From an optimization exercise on the open Yosys and OpenROAD flow, aimed at a short achievable clock period and few clock cycles; shortcuts taken in it are not production practice.
Function was checked by simulation only, so behaviour that the tests miss may differ from the original.
Power is estimated from default activity; no workload was simulated.

==> flow/design.v <==
	typedef logic [32-1:0] word_t;
	typedef logic [16-1:0] half_t;
	typedef logic [3-1:0] reg_code_t;
	typedef logic [4-1:0] flags_t;
	localparam reg_code_t IP_CODE = 3'd7;
	typedef struct packed {
		logic [7:0] ahot;
		logic [7:0] bhot;
		logic       alu;
		logic       add;
		logic       adc;
		logic       sub;
		logic       land;
		logic       lor;
		logic       lxor;
		logic       shl;
		logic       shr;
		logic       movr;
		logic       movl;
		logic       movh;
		logic       movf;
		logic       jmp;
		logic       load;
		logic       store;
		logic       s;
		logic [3:0] cond;
		logic       rda;
		logic       rdb;
		logic       wra;
		logic       wfl;
		logic       rfl;
		logic       leave;
	} dec_t;
`timescale 1ns/1ps
module cpu_decode (
	input  half_t ins,
	input  logic  lower,
	output dec_t  d
);
	logic [3:0] op;
	assign op = ins[15:12];
	always_comb begin
		for (int i = 0; i < 8; i++) begin
			d.ahot[i] = ins[11:9] == i;
			d.bhot[i] = ins[8:6] == i;
		end
		d.alu = !op[3];
		d.add = op == 4'd0;
		d.adc = op == 4'd1;
		d.sub = op == 4'd2;
		d.land = op == 4'd3;
		d.lor = op == 4'd4;
		d.lxor = op == 4'd5;
		d.shl = op == 4'd6;
		d.shr = op == 4'd7;
		d.movr = op == 4'd8;
		d.movl = op == 4'd9 && !lower;
		d.movh = op == 4'd10 && !lower;
		d.movf = op == 4'd11;
		d.jmp = op == 4'd12;
		d.load = op == 4'd13;
		d.store = op == 4'd14;
		d.s = ins[5];
		for (int i = 0; i < 4; i++) d.cond[i] = ins[5:4] == i;
		d.rda = op <= 4'd5 || d.movl || d.movh || d.store;
		d.rdb = !op[3] || d.movr || d.load || d.store;
		d.wra = (!op[3] && ins[5]) || d.movr || d.movl || d.movh || d.movf || d.load;
		d.wfl = !op[3];
		d.rfl = d.adc || d.movf || (d.jmp && ins[5:4] != 2'd0);
		d.leave = (d.wra && ins[11:9] == IP_CODE) || (d.jmp && ins[5:4] == 2'd0);
	end
endmodule
`timescale 1ns/1ps
module cpu_execute (
	input  dec_t   d,
	input  word_t  ra,
	input  word_t  rb,
	input  word_t  lowh_ext,
	input  flags_t fl,
	output word_t  res,
	output logic   c_nxt,
	output logic   o_nxt,
	output logic   z_nxt,
	output word_t  mv,
	output logic   take
);
	localparam int MSB = 32 - 1;
	logic        arith, cin, zadd;
	word_t       rbx, lres;
	logic [32:0] sum;
	assign arith = d.add | d.adc | d.sub;
	assign rbx = d.sub ? ~rb : rb;
	assign cin = d.sub | (d.adc & fl[0]);
	assign sum = {1'b0, ra} + {1'b0, rbx} + {32'd0, cin};
	assign zadd = (ra ^ rbx) == {ra[MSB-1:0] | rbx[MSB-1:0], cin};
	always_comb begin
		lres = '0;
		if (d.land) lres = lres | (ra & rb);
		if (d.lor) lres = lres | (ra | rb);
		if (d.lxor) lres = lres | (ra ^ rb);
		if (d.shl) lres = lres | {rb[MSB-1:0], 1'b0};
		if (d.shr) lres = lres | {1'b0, rb[MSB:1]};
		res = arith ? sum[MSB:0] : lres;
		c_nxt = arith ? (sum[32] ^ d.sub) : ((d.shl & rb[MSB]) | (d.shr & rb[0]));
		o_nxt = arith & (ra[MSB] == rbx[MSB]) & (sum[MSB] != ra[MSB]);
		z_nxt = arith ? zadd : (lres == '0);
	end
	always_comb begin
		mv = '0;
		if (d.movl) mv = mv | {ra[31:16], lowh_ext[15:0]};
		if (d.movh) mv = mv | {lowh_ext[15:0], ra[15:0]};
		if (d.movf) mv = mv | {28'd0, fl};
		if (d.movr) mv = mv | rb;
	end
	assign take = d.cond[0] | (d.cond[1] & fl[3]) | (d.cond[2] & fl[0]) |
		(d.cond[3] & fl[1]);
endmodule
`timescale 1ns/1ps
module cpu_core (
	input  logic  clk,
	input  logic  rst_n,
	output word_t instr_addr,
	input  word_t instruction,
	output word_t address,
	output word_t writedata,
	output logic  wren,
	output logic  request,
	input  word_t readdata,
	input  logic  response
);
	localparam int MSB = 32 - 1;
	logic  v;           
	logic  half;        
	logic  pair;        
	logic  wait_ld;     
	word_t ir_addr;     
	word_t fa;          
	half_t lowh;        
	dec_t  d0, d1;
	assign instr_addr = fa;
	word_t regs [0:6];
	logic  fl_c, fl_o, fl_s, fl_z;
	flags_t flags;
	assign flags = {fl_z, fl_o, fl_s, fl_c};
	logic       ld_busy;
	logic [6:0] ld_hot;
	word_t ra0, rb0, ra1, rb1;
	always_comb begin
		ra0 = d0.ahot[7] ? ir_addr : '0;
		rb0 = d0.bhot[7] ? ir_addr : '0;
		ra1 = d1.ahot[7] ? ir_addr : '0;
		rb1 = d1.bhot[7] ? ir_addr : '0;
		for (int i = 0; i < 7; i++) begin
			ra0 = ra0 | (d0.ahot[i] ? regs[i] : '0);
			rb0 = rb0 | (d0.bhot[i] ? regs[i] : '0);
			ra1 = ra1 | (d1.ahot[i] ? regs[i] : '0);
			rb1 = rb1 | (d1.bhot[i] ? regs[i] : '0);
		end
	end
	word_t res0, res1, mv0, mv1;
	logic  c0, o0, z0, take0, c1, o1, z1, take1;
	word_t lowh_ext;
	assign lowh_ext = {16'd0, lowh};
	cpu_execute ex0 (
		.d(d0), .ra(ra0), .rb(rb0), .lowh_ext(lowh_ext), .fl(flags),
		.res(res0), .c_nxt(c0), .o_nxt(o0), .z_nxt(z0), .mv(mv0), .take(take0)
	);
	cpu_execute ex1 (
		.d(d1), .ra(ra1), .rb(rb1), .lowh_ext(lowh_ext), .fl(flags),
		.res(res1), .c_nxt(c1), .o_nxt(o1), .z_nxt(z1), .mv(mv1), .take(take1)
	);
	logic haz0, haz1, mem0, mem1, port_busy, go;
	assign haz0 = ((d0.rda | d0.wra) & |(d0.ahot[6:0] & ld_hot)) |
		(d0.rdb & |(d0.bhot[6:0] & ld_hot));
	assign haz1 = pair & (((d1.rda | d1.wra) & |(d1.ahot[6:0] & ld_hot)) |
		(d1.rdb & |(d1.bhot[6:0] & ld_hot)));
	assign mem0 = d0.load | d0.store;
	assign mem1 = pair & (d1.load | d1.store);
	assign port_busy = request & !response;
	assign go = v & !(ld_busy & (haz0 | haz1)) & !((mem0 | mem1) & port_busy);
	logic jump0, ldj0, ex1_on, jump1, ldj1, word_end;
	logic mov0, mov1;
	assign mov0 = d0.movr | d0.movl | d0.movh | d0.movf;
	assign mov1 = d1.movr | d1.movl | d1.movh | d1.movf;
	assign jump0 = (d0.jmp & take0) | (d0.ahot[7] & (mov0 | (d0.alu & d0.s)));
	assign ldj0 = d0.load & d0.ahot[7];
	assign ex1_on = pair & !(d0.jmp & take0);
	assign jump1 = ex1_on & ((d1.jmp & take1) | (d1.ahot[7] & (mov1 | (d1.alu & d1.s))));
	assign ldj1 = ex1_on & d1.load & d1.ahot[7];
	assign word_end = half | d0.movl | d0.movh | pair;
	word_t tgt0, tgt1;
	assign tgt0 = d0.jmp ? ra0 : (d0.alu ? res0 : mv0);
	assign tgt1 = d1.jmp ? ra1 : (d1.alu ? res1 : mv1);
	logic leave, load_word, next_half;
	assign leave = jump0 | ldj0 | jump1 | ldj1;
	assign load_word = (go & word_end & !leave) | (!v & !wait_ld);
	assign next_half = go & !word_end & !leave;
	half_t ncur;
	dec_t  nd0, nd1;
	logic  npair;
	assign ncur = load_word ? instruction[31:16] : lowh;
	cpu_decode dec0 (.ins(ncur), .lower(!load_word), .d(nd0));
	cpu_decode dec1 (.ins(instruction[15:0]), .lower(1'b1), .d(nd1));
	assign npair = !nd0.movl && !nd0.movh && !nd0.leave &&
		!(nd0.wra && !nd0.ahot[7] &&
			((nd1.rda && nd0.ahot[6:0] == nd1.ahot[6:0]) ||
			 (nd1.rdb && nd0.ahot[6:0] == nd1.bhot[6:0]) ||
			 (nd0.load && nd1.wra && nd0.ahot[6:0] == nd1.ahot[6:0]))) &&
		!(nd0.wfl && nd1.rfl) &&
		!((nd0.load || nd0.store) && (nd1.load || nd1.store));
	half_t      uw;
	logic [7:0] xhot;
	logic       e_jmp, e_movr7, e_movl7, e_movh7, e_take, e_flags_ok, e_reg, e_ok, ej;
	logic       x_wr0, x_wr1, x_busy;
	word_t      xval, ej_tgt;
	assign uw = instruction[31:16];
	assign e_jmp = uw[15:12] == 4'd12;
	assign e_movr7 = uw[15:12] == 4'd8 && uw[11:9] == IP_CODE;
	assign e_movl7 = uw[15:12] == 4'd9 && uw[11:9] == IP_CODE;
	assign e_movh7 = uw[15:12] == 4'd10 && uw[11:9] == IP_CODE;
	assign e_take = uw[5:4] == 2'd0 || (uw[5:4] == 2'd1 && fl_z) || (uw[5:4] == 2'd2 && fl_c) ||
		(uw[5:4] == 2'd3 && fl_s);
	assign e_flags_ok = !(v && (d0.alu || (pair && d1.alu)));
	always_comb begin
		for (int i = 0; i < 8; i++) xhot[i] = (e_jmp ? uw[11:9] : uw[8:6]) == i;
	end
	assign xval = xhot[7] ? fa : regs[e_jmp ? uw[11:9] : uw[8:6]];
	assign x_wr0 = v && d0.wra && |(d0.ahot[6:0] & xhot[6:0]);
	assign x_wr1 = v && pair && d1.wra && |(d1.ahot[6:0] & xhot[6:0]);
	assign x_busy = ld_busy && |(ld_hot & xhot[6:0]);
	assign e_reg = (e_jmp && e_take && e_flags_ok) || e_movr7;
	assign e_ok = (e_reg && !x_busy && !x_wr1 && !(x_wr0 && !d0.movl && !d0.movh)) ||
		e_movl7 || e_movh7;
	assign ej = load_word && e_ok;
	always_comb begin
		if (e_movl7) ej_tgt = {fa[31:16], instruction[15:0]};
		else if (e_movh7) ej_tgt = {instruction[15:0], fa[15:0]};
		else ej_tgt = {(x_wr0 && d0.movh) ? lowh : xval[31:16],
			(x_wr0 && d0.movl) ? lowh : xval[15:0]};
	end
	always_ff @(posedge clk or negedge rst_n) begin
		if (!rst_n) begin
			v <= 1'b0;
			half <= 1'b0;
			pair <= 1'b0;
			wait_ld <= 1'b0;
			ir_addr <= '0;
			fa <= '0;
			lowh <= '0;
			d0 <= '0;
			d1 <= '0;
		end else begin
			if (load_word) begin
				ir_addr <= fa;
				lowh <= instruction[15:0];
				if (ej) begin
					v <= 1'b0;
					fa <= ej_tgt;
				end else begin
					v <= 1'b1;
					fa <= fa + 32'd1;
				end
			end else if (go && leave) begin
				v <= 1'b0;
				wait_ld <= ldj0 | ldj1;
				if (jump0) fa <= tgt0;
				else if (jump1) fa <= tgt1;
			end
			if (wait_ld && request && response) begin
				wait_ld <= 1'b0;
				fa <= readdata;
			end
			if (load_word || next_half) begin
				half <= !load_word;
				d0 <= nd0;
				pair <= load_word & npair;
			end
			if (load_word) d1 <= nd1;
		end
	end
	logic we0, we1, ld_we;
	word_t wval0, wval1;
	assign we0 = go & !d0.ahot[7] & ((d0.alu & d0.s) | mov0);
	assign we1 = go & ex1_on & !d1.ahot[7] & ((d1.alu & d1.s) | mov1);
	assign wval0 = d0.alu ? res0 : mv0;
	assign wval1 = d1.alu ? res1 : mv1;
	assign ld_we = request & response & ld_busy;
	always_ff @(posedge clk or negedge rst_n) begin
		if (!rst_n) begin
			for (int i = 0; i < 7; i++) regs[i] <= '0;
			fl_c <= 1'b0;
			fl_o <= 1'b0;
			fl_s <= 1'b0;
			fl_z <= 1'b0;
		end else begin
			for (int i = 0; i < 7; i++) begin
				if (we1 && d1.ahot[i]) regs[i] <= wval1;
				else if (we0 && d0.ahot[i]) regs[i] <= wval0;
				else if (ld_we && ld_hot[i]) regs[i] <= readdata;
			end
			if (go && ex1_on && d1.alu) begin
				fl_c <= c1;
				fl_o <= o1;
				fl_s <= res1[MSB];
				fl_z <= z1;
			end else if (go && d0.alu) begin
				fl_c <= c0;
				fl_o <= o0;
				fl_s <= res0[MSB];
				fl_z <= z0;
			end
		end
	end
	logic issue0, issue1;
	assign issue0 = go & mem0;
	assign issue1 = go & ex1_on & mem1;
	always_ff @(posedge clk or negedge rst_n) begin
		if (!rst_n) begin
			request <= 1'b0;
			address <= '0;
			writedata <= '0;
			wren <= 1'b0;
			ld_busy <= 1'b0;
			ld_hot <= '0;
		end else begin
			if (issue0) begin
				request <= 1'b1;
				address <= d0.load ? rb0 : ra0;
				writedata <= rb0;
				wren <= d0.store;
				ld_busy <= d0.load & !d0.ahot[7];
				ld_hot <= d0.load ? d0.ahot[6:0] : 7'd0;
			end else if (issue1) begin
				request <= 1'b1;
				address <= d1.load ? rb1 : ra1;
				writedata <= rb1;
				wren <= d1.store;
				ld_busy <= d1.load & !d1.ahot[7];
				ld_hot <= d1.load ? d1.ahot[6:0] : 7'd0;
			end else if (request && response) begin
				request <= 1'b0;
				ld_busy <= 1'b0;
			end
		end
	end
endmodule
==> flow/flow/run.sh <==
#!/bin/bash
set -euo pipefail
cd "$(dirname "$0")/.."
export SETUP_SLACK_MARGIN=${MARGIN:-8.0}
bash standard.sh > standard_flow.log 2>&1
==> flow/standard.sh <==
#!/bin/bash
# synth_recipe.tcl (not shown) runs the flow's synth.tcl, then flattens the netlist and writes it again
# the make line also repeats each setting of config.mk as NAME=value (left out here)
make -C /OpenROAD-flow-scripts/flow DESIGN_CONFIG=/design/flow/config.mk WORK_HOME=/design/flow/orfs CLKGATE_MAP_FILE= SYNTH_SCRIPT=/design/flow/synth_recipe.tcl "${@:-finish}"
==> flow/config.mk <==
export PLATFORM = sky130hd
export DESIGN_NAME = cpu_core
export DESIGN_NICKNAME = cpu_core
export VERILOG_FILES = /design/flow/design.v
export SDC_FILE = /design/flow/constraint.sdc
export NUM_CORES = 4
export LEC_CHECK = 0
export CAP_MARGIN = 20
export CORE_MARGIN = 2
export CORE_UTILIZATION = 40
export SLEW_MARGIN = 20
==> flow/constraint.sdc <==
create_clock -name core_clock -period 12.0 [get_ports {clk}]
set_input_delay 2.4000 -clock core_clock [delete_from_list [all_inputs] [get_ports {clk}]]
set_output_delay 2.4000 -clock core_clock [all_outputs]
set_load 0.01 [all_outputs]
==> run summary <==
==> logic make-up after synthesis <==
family                     count (synthesis)  synth area share
AOI/OAI and AO/OA                       2381             0.351
xor gates and xnor gates                 196            0.0381
adders and majority gates                257            0.0720
buffers and inverters                    819            0.0701
DFF                                      463             0.257
muxes                                     97            0.0228
and+or+nand+nor                         1885             0.189
==> metal layers <==
metal	GRT overflow	track usage
met4	1	0.557
met1	0	0.633
met5	0	0.398
met2	0	0.719
met3	0	0.505
==> cell usage after synthesis (16+ instances only) <==
cell       number  share of area
mux2_2         24         0.0060
buf_1          72         0.0060
nand3_1       144          0.016
a22oi_1       641           0.11
a221oi_1       71          0.014
nor2b_1        18         0.0025
nand4_1       143          0.020
o2111ai_1      19         0.0037
a21o_1         37         0.0062
a31oi_1        80          0.011
o21ai_1        19         0.0021
o22ai_1        73          0.010
ha_1          253          0.070
a211oi_1       93          0.015
buf_2          49         0.0054
a221o_1        29         0.0064
xnor2_1        87          0.017
a21oi_1       371          0.041
o31ai_1        36         0.0060
inv_1         229          0.019
dfrtp_1       463           0.26
and2_1         36         0.0050
o211ai_1       89          0.015
or3_1          28         0.0039
nor2_1        395          0.033
o221ai_1       32         0.0062
and4_1         30         0.0058
and3_1         35         0.0049
nor4_1         26         0.0036
xor2_1        109          0.021
o21ai_0       576          0.064
nand2b_1       19         0.0026
nand2_1       870          0.072
mux2i_1        69          0.015
clkbuf_1      462          0.038
o21a_1         16         0.0027
nor3_1         82         0.0091
o221a_2        28         0.0070
a22o_1         23         0.0045
==> stage by stage <==
| step | utilization | instance area, um^2 |
|---|---|---|
| 3_3_place_gp | 0.438 | 49100 |
| 2_1_floorplan | - | 47100 |
| 4_1_cts | 0.526 | 59100 |
| 3_5_place_dp | 0.438 | 49100 |
==> how the worst min path moves through the flow <==
| stage | cells past startpoint | startpoint | slack, ns | end |
|---|---|---|---|---|
| after detailed placement | 2 | d0[8] | 0.46 | d0[8] |
| after CTS | 2 | d0[8] | 0.47 | d0[8] |
| after floorplan | 2 | d1[7] | 0.44 | d1[7] |
| after global placement | 2 | d0[8] | 0.46 | d0[8] |
==> power groups by stage <==
stage / registers (mW) / logic [mW] / clock network [mW]
CTS: 3.69 / 26.2 / 1.92
floorplan: 3.10 / 12.9 / 0
global placement: 3.77 / 20.7 / 0
detailed placement: 3.77 / 20.9 / 0
==> repair_timing <==
action,4_1_cts
buffers inserted,419
pin swaps,318
resized for setup,1036
endpoints found under the setup margin,539
cloned,42
==> run summary <==
----------------------------------------------------
[Run status]
  First logged error message ... [ERROR GRT-0232] Routing congestion too high. Check the congestion heatmap in the GUI.
  Status ... did not finish
  Failed at ... global routing

[Synthesis]
  Dominant register cell in the synthesized netlist ... dfrtp_1
  EDFF count, synth ... 0
  Syn_nets ... between 6000 and 7000
  Share of synthesized flip-flops with an asynchronous set or reset ... 1.00
  Yosys warns ... 4
  Cell variety after synth ... between 80 and 90
  Mapped Area ... approximately 45000 um^2
  Gate Count Post-Synth ... 6098
  Post-synthesis register bit count ... 463
  Average cell area after synthesis ... roughly 7.4 um^2
  Proportion of synthesized chip area in sequential cells ... 0.257

[Global routing]
  Pin count of the biggest net entering global routing ... roughly 150
  GRT Residual Overflow ... 1
  Tot GR Track Use ... 0.613

[Clocking]
  Clock root buffer master ... clkbuf_16
  Number of CTS-inserted buffers ... between 50 and 60
  Clock sink total ... approximately 460
  Number of levels the H-tree was split into ... 2
  Buffers from clock root to sink, at most ... 3
  Count of hold buffers inserted by post-cts repair ... 0

[Placement]
  Worst slack at placement ... 3.94 ns
  Detail Placement HPWL ... 205000 um
  Last weighted congestion value of the routability-driven placer ... roughly 1.2
  Buffers on Ports ... 160
  Placed instance count ... roughly 7400

[Floorplanning]
  Boundary Pins ... approximately 170
  Die Y ... 340 um
  Overall die width ... 340 um
  Starting Density ... 0.402
  Row count ... between 100 and 150

----------------------------------------------------
Testbench counts, summed over its fixed seeds: cycles 75,751.
